Background: an optimization exercise with open tools, aiming at small area. Do not read the settings as production practice.
At most, simulation tests tie the RTL to the original design; equivalence was not proved.
Power figures rest on the tool's default switching activity, not on a simulated workload.

Design matmul_top, start of the top module:
module matmul_top (
    input  logic clk,
    input  logic reset,
    input  logic [7:0] weight_in,
    input  logic [7:0] act_in,
    input  logic read_req,
    output logic read_ack,
    output logic [7:0] out_data,
    output logic out_valid
);
    localparam logic [2:0] st_idle = 3'd0;
    localparam logic [2:0] st_drain = 3'd1;
    localparam logic [2:0] st_capture = 3'd2;
    localparam logic [2:0] st_ack = 3'd3;
    localparam logic [2:0] st_stream = 3'd4;
    logic [9:0] cyc;        
    logic [1:0] slice;
    logic [7:0] nblk;       
    logic [2:0] state;
    logic end_seen;
    logic busy;             
    logic [1:0] frem;       
    logic late;             
    logic late_next;
    logic flush, capture, fresh, inj, stream_done;
    assign flush = (slice == 2'd3);
    assign capture = (state == st_capture);
    assign read_ack = (state == st_ack);
    assign fresh = (frem != 2'd0);
    assign slice = cyc[1:0];
    assign nblk = cyc[9:2];
    assign inj = capture | (busy & (cyc[9:2] == 8'd0) & (cyc[1:0] != 2'd3));
  ...
Settings: LEC_CHECK=0, ABC_AREA=1, CAP_MARGIN=20, CORE_MARGIN=2, CORE_UTILIZATION=65, CTS_BUF_LIST=sky130_fd_sc_hd__clkbuf_16, CTS_CLUSTER_DIAMETER=65, CTS_CLUSTER_SIZE=25, SLEW_MARGIN=20; clock period 8.0 ns.
standard.sh (not shown) runs the stock make flow with config.mk's settings and CLKGATE_MAP_FILE= SYNTH_SCRIPT=/design/flow/synth_recipe.tcl, a recipe that flattens the netlist after the stock synthesis.
==> flow/flow/run.sh <==
#!/bin/bash
set -euo pipefail
export CTS_ARGS="-sink_clustering_enable -repair_clock_nets -buf_list sky130_fd_sc_hd__clkbuf_4 -sink_clustering_size 12 -sink_clustering_max_diameter 35 -dont_use_dummy_load"
export BUFFER_PORTS_ARGS="-buffer_cell sky130_fd_sc_hd__buf_1"
bash standard.sh > standard_flow.log 2>&1
The first run ran to the end with no violations.
Edit:
--- a/flow/config.mk
+++ b/flow/config.mk
@@ -10,6 +10,4 @@
 export CORE_MARGIN = 2
 export CORE_UTILIZATION = 65
-export CTS_BUF_LIST = sky130_fd_sc_hd__clkbuf_16
-export CTS_CLUSTER_DIAMETER = 65
-export CTS_CLUSTER_SIZE = 25
+export GPL_TIMING_DRIVEN = 0
 export SLEW_MARGIN = 20
Result: Global-route usage came out higher by 1.7 points. Worst setup slack gets worse by 730 ps. Sequential cell count does not change. Via count came out higher by 2.9%. Combinational power came out higher by 8.6%. Clock-buffer cell count came out lower by 1. Wire length came out higher by 10%. Total power came out higher by 1.2%. Clock power is about the same. Synthesized cell count does not change.
Edit:
==> flow/flow/run.sh (replaced) <==
#!/bin/bash
set -euo pipefail
export CTS_ARGS="-sink_clustering_enable -repair_clock_nets -buf_list sky130_fd_sc_hd__clkbuf_4 -sink_clustering_size 12 -sink_clustering_max_diameter 35 -dont_use_dummy_load"
bash standard.sh > standard_flow.log 2>&1
--- a/flow/config.mk
+++ b/flow/config.mk
@@ -9,5 +9,7 @@
 export CAP_MARGIN = 20
 export CORE_MARGIN = 2
-export CORE_UTILIZATION = 65
-export GPL_TIMING_DRIVEN = 0
+export CORE_UTILIZATION = 78
+export CTS_BUF_LIST = sky130_fd_sc_hd__clkbuf_16
+export CTS_CLUSTER_DIAMETER = 65
+export CTS_CLUSTER_SIZE = 25
 export SLEW_MARGIN = 20
The new run completed without violations.
Via count falls slightly.
Final area falls slightly.
Combinational power falls by a few percent.
Die area falls by about a fifth.
Critical path depth falls by 1.
Clock-buffer cell count falls by 5.
Edit:
--- a/flow/config.mk
+++ b/flow/config.mk
@@ -9,5 +9,5 @@
 export CAP_MARGIN = 20
 export CORE_MARGIN = 2
-export CORE_UTILIZATION = 78
+export CORE_UTILIZATION = 65
 export CTS_BUF_LIST = sky130_fd_sc_hd__clkbuf_16
 export CTS_CLUSTER_DIAMETER = 65
=>
- The new run ran to the end with no violations
- global-route usage goes down by 4.7 points
- worst setup slack gets better by 53 ps
- synthesized area does not change
Edit:
==> flow/flow/run.sh (replaced) <==
#!/bin/bash
set -euo pipefail
export CTS_ARGS="-sink_clustering_enable -repair_clock_nets -buf_list sky130_fd_sc_hd__clkbuf_16 -sink_clustering_size 25 -sink_clustering_max_diameter 65 -dont_use_dummy_load"
bash standard.sh > standard_flow.log 2>&1
What happened: Core utilization goes up by 0.71 points; design area goes up by 1.0%; worst setup slack is worse by 14 ps; register-to-register slack hardly moves; global-route usage goes down by 0.62 points; total power goes up by 3.6%; maximum frequency hardly moves; die area does not change; cell count goes down by 2.5%; sequential cell count is unchanged.
Edit:
==> flow/flow/run.sh (replaced) <==
#!/bin/bash
set -euo pipefail
export CTS_ARGS="-sink_clustering_enable -repair_clock_nets -buf_list sky130_fd_sc_hd__clkbuf_4 -sink_clustering_size 12 -sink_clustering_max_diameter 35 -dont_use_dummy_load"
export BUFFER_PORTS_ARGS="-buffer_cell sky130_fd_sc_hd__buf_1"
bash standard.sh > standard_flow.log 2>&1
--- a/flow/config.mk
+++ b/flow/config.mk
@@ -10,6 +10,4 @@
 export CORE_MARGIN = 2
 export CORE_UTILIZATION = 65
-export CTS_BUF_LIST = sky130_fd_sc_hd__clkbuf_16
-export CTS_CLUSTER_DIAMETER = 65
-export CTS_CLUSTER_SIZE = 25
+export GPL_ROUTABILITY_DRIVEN = 0
 export SLEW_MARGIN = 20
- The new run completed with no timing, DRC or antenna violations
- design area fell by 1.4%
- first-iteration DRC count came out lower by 17%
- clock power fell by 14%

The RTL this note starts from:
==> flow/design.v <==
module weight_unpack (
    input  logic [7:0] packed_byte,
    output logic [8:0] weights
);
    logic [7:0] q;
    logic [2:0] d0, d1, d2;
    function automatic logic [2:0] code_first(input logic [2:0] d);
        case (d)
            3'd1: code_first = 3'b010;
            3'd2: code_first = 3'b011;
            3'd3: code_first = 3'b110;
            3'd4: code_first = 3'b111;
            default: code_first = 3'b000;
        endcase
    endfunction
    function automatic logic [2:0] code_rest(input logic [2:0] d);
        case (d)
            3'd1: code_rest = 3'b001;
            3'd2: code_rest = 3'b010;
            3'd3: code_rest = 3'b011;
            3'd4: code_rest = 3'b101;
            3'd5: code_rest = 3'b110;
            3'd6: code_rest = 3'b111;
            default: code_rest = 3'b000;
        endcase
    endfunction
    assign q = packed_byte / 8'd5;
    assign d0 = 3'(packed_byte % 8'd5);
    assign d1 = 3'(q % 8'd7);
    assign d2 = 3'(q / 8'd7);
    assign weights = (packed_byte >= 8'd245) ? 9'd0
                   : {code_rest(d2), code_rest(d1), code_first(d0)};
endmodule
module mac_row (
    input  logic clk,
    input  logic [2:0] w,
    input  logic [7:0] act,
    input  logic fresh,
    output logic [16:0] head
);
    logic [3:0][16:0] ring;
    logic [8:0] mag;
    logic [8:0] x;
    logic [9:0] t;
    logic [16:0] base;
    logic [17:0] c;
    logic [16:0] sum;
    always_comb begin
        case (w[1:0])
            2'd1: mag = {act[7], act[7], act[7:1]};
            2'd2: mag = {act[7], act};
            2'd3: mag = {act, 1'b0};
            default: mag = 9'd0;
        endcase
    end
    assign x = mag ^ {9{w[2]}};
    assign t = {~x[8], x};
    assign base = fresh ? 17'd0 : ring[0];
    assign c[0] = w[2];
    genvar i;
    generate
        for (i = 0; i < 10; i++) begin : g_add
            assign sum[i] = base[i] ^ t[i] ^ c[i];
            assign c[i+1] = (base[i] & t[i]) | (c[i] & (base[i] ^ t[i]));
        end
        for (i = 10; i < 17; i++) begin : g_inc
            assign sum[i] = base[i] ^ c[i];
            assign c[i+1] = base[i] & c[i];
        end
    endgenerate
    always_ff @(posedge clk) begin
        ring <= {sum, ring[3:1]};
    end
    assign head = ring[0];
endmodule
module matmul_top (
    input  logic clk,
    input  logic reset,
    input  logic [7:0] weight_in,
    input  logic [7:0] act_in,
    input  logic read_req,
    output logic read_ack,
    output logic [7:0] out_data,
    output logic out_valid
);
    localparam logic [2:0] st_idle = 3'd0;
    localparam logic [2:0] st_drain = 3'd1;
    localparam logic [2:0] st_capture = 3'd2;
    localparam logic [2:0] st_ack = 3'd3;
    localparam logic [2:0] st_stream = 3'd4;
    logic [1:0] slice;
    logic [2:0] state;
    logic end_seen;
    logic [5:0] cnt;        
    logic [1:0] frem;       
    logic late;             
    logic late_next;
    logic flush, capture, fresh, inj, stream_done;
    assign flush = (slice == 2'd3);
    assign capture = (state == st_capture);
    assign read_ack = (state == st_ack);
    assign fresh = (frem != 2'd0);
    assign inj = capture | (cnt == 6'd1) | (cnt == 6'd2) | (cnt == 6'd3);
    assign out_valid = (cnt[5:1] != 5'd0);
    assign stream_done = (cnt == 6'd0);
    always_ff @(posedge clk) begin
        if (reset || capture) begin
            slice <= 2'd0;
        end else begin
            slice <= slice + 2'd1;
        end
    end
    always_ff @(posedge clk) begin
        if (reset) begin
            state <= st_idle;
            end_seen <= 1'b0;
        end else begin
            case (state)
                st_idle: if (read_req) state <= st_drain;
                st_drain: if (flush && end_seen) state <= st_capture;
                st_capture: state <= st_ack;
                st_ack: if (!read_req) state <= st_stream;
                st_stream: if (stream_done) state <= st_idle;
                default: state <= st_idle;
            endcase
            if (state == st_idle) begin
                end_seen <= flush;
            end else if (state == st_drain && flush) begin
                end_seen <= 1'b1;
            end
        end
    end
    always_ff @(posedge clk) begin
        if (reset) begin
            cnt <= 6'd0;
        end else if (capture) begin
            cnt <= 6'd1;
        end else if (cnt == 6'd0 || cnt == 6'd49) begin
            cnt <= 6'd0;
        end else begin
            cnt <= cnt + 6'd1;
        end
    end
    always_ff @(posedge clk) begin
        if (reset) begin
            frem <= 2'd2;
        end else if (capture) begin
            frem <= 2'd1;
        end else if (flush && frem != 2'd0) begin
            frem <= frem - 2'd1;
        end
    end
    always_ff @(posedge clk) begin
        late <= late_next;
    end
    logic [7:0] nblk;
    logic [7:0] ncap;
    always_ff @(posedge clk) begin
        if (flush) begin
            nblk <= fresh ? 8'd1 : nblk + 8'd1;
        end
        if (capture) begin
            ncap <= nblk;
        end
    end
    logic [8:0] wdec;
    logic [8:0] wl1, wl2, wl3;
    logic [11:0][2:0] wcur;
    logic [7:0] d1, d2, d3;
    logic [7:0] act;
    logic [7:0] act_d4;
    weight_unpack u_unpack (
        .packed_byte (weight_in),
        .weights     (wdec)
    );
    always_ff @(posedge clk) begin
        wl1 <= wdec;
        wl2 <= wl1;
        wl3 <= wl2;
        d1 <= act_in;
        d2 <= d1;
        d3 <= d2;
        act_d4 <= d3;
    end
    always_ff @(posedge clk) begin
        if (flush) begin
            wcur <= {wdec, wl1, wl2, wl3};
        end
    end
    assign late_next = capture | (late & ~flush);
    always_ff @(posedge clk) begin
        act <= late_next ? act_d4 : d3;
    end
    logic [11:0][16:0] head;
    genvar r, k;
    generate
        for (r = 0; r < 12; r++) begin : g_row
            mac_row u_row (
                .clk   (clk),
                .w     (wcur[r]),
                .act   (act),
                .fresh (fresh),
                .head  (head[r])
            );
        end
    endgenerate
    logic [45:1][7:0] conv;
    generate
        for (k = 1; k < 45; k++) begin : g_conv
            if (k % 4 == 1) begin : g_inj
                always_ff @(posedge clk) begin
                    conv[k] <= inj ? head[k / 4][16:9] : conv[k + 1];
                end
            end else begin : g_shift
                always_ff @(posedge clk) begin
                    conv[k] <= conv[k + 1];
                end
            end
        end
    endgenerate
    always_ff @(posedge clk) begin
        conv[45] <= head[11][16:9];
    end
    always_ff @(posedge clk) begin
        out_data <= conv[1] - ncap;
    end
endmodule
Settings: LEC_CHECK=0, ABC_AREA=1, CAP_MARGIN=20, CORE_MARGIN=2, CORE_UTILIZATION=55, CTS_BUF_LIST=sky130_fd_sc_hd__clkbuf_4, GPL_TIMING_DRIVEN=0, SLEW_MARGIN=20; clock period 8.0 ns.
run.sh (not shown) runs the stock make flow with config.mk's settings and CLKGATE_MAP_FILE= SYNTH_SCRIPT=/design/flow/synth_recipe.tcl, a recipe that flattens the netlist after the stock synthesis.
Stock flow here: none of the scripts above is used.
Change:
CTS_BUF_LIST = sky130_fd_sc_hd__clkbuf_16   (was sky130_fd_sc_hd__clkbuf_4)
CTS_CLUSTER_DIAMETER = 65   (was not set)
CTS_CLUSTER_SIZE = 25   (was not set)
GPL_TIMING_DRIVEN = not set   (was 0)
Effect:
- The changed run finished clean
- via count decreases by 10%
- setup slack improves by 1300 ps
- combinational power went down by about 6%
- cell area came out lower by 5.4%
Change:
CTS_BUF_LIST = sky130_fd_sc_hd__clkbuf_4   (was sky130_fd_sc_hd__clkbuf_16)
CTS_CLUSTER_DIAMETER = not set   (was 65)
CTS_CLUSTER_SIZE = not set   (was 25)
The new run produced a clean layout.
Design area climbs by 5.0%.
Total power grows by 12%.
Worst hold slack is worse by 35 ps.
Global-route usage rises by 1.3 points.
Setup slack is better by 22 ps.
Critical path depth is lower by 1.
Non-clock buffer count is unchanged.
Synthesized cell count stays the same.
Die area is unchanged.
Sequential power is about the same.
No run of this note included a check of the RTL's function; only the layout flow was run.

separate check: timing with driven ports:
How much do the figures lean on ideal ports? The routed layouts below were timed once more, with nothing changed but the port constraints.
Step 1 assumes that a clkbuf_16 drives the clock port and a buf_2 every other input.
Step 2 adds t to the input delays and takes it off the output delays; t is the mean of the earliest and latest rising clock arrival at the registers after step 1. Input paths then give back, and output paths get back, about the clock's delay inside the block.
a / b / c = ideal ports / drivers / drivers and shift; a / b = the first two.
| run | t, ns | setup WS [ns] | latest minus earliest clock arrival (ns) |
|---|---|---|---|
| the first run of note 1 | 0.984 | 1.235 / 1.235 / 1.235 | 0.121 / 0.121 |
| the second run of note 1 | 0.996 | 0.507 / 0.507 / 0.507 | 0.129 / 0.129 |
| the third run of note 1 | 1.005 | 1.224 / 1.224 / 1.224 | 0.084 / 0.084 |
| the fourth run of note 1 | 0.994 | 1.277 / 1.277 / 1.277 | 0.142 / 0.142 |
| the fifth run of note 1 | 0.668 | 1.263 / 1.263 / 1.263 | 0.061 / 0.061 |
| the sixth run of note 1 | 0.984 | 1.235 / 1.235 / 1.235 | 0.121 / 0.121 |
| the first run of note 2 | 1.090 | 0.374 / 0.374 / 0.374 | 0.127 / 0.127 |
| the second run of note 2 | 0.712 | 1.664 / 1.664 / 1.242 | 0.030 / 0.031 |
| the third run of note 2 | 1.085 | 1.686 / 1.686 / 1.286 | 0.113 / 0.113 |
After both steps setup and hold are still met in every run listed. For the second run of note 2, which loses most, drivers alone change the setup slack by 0.000 ns; drivers and shift together by -0.422 ns.
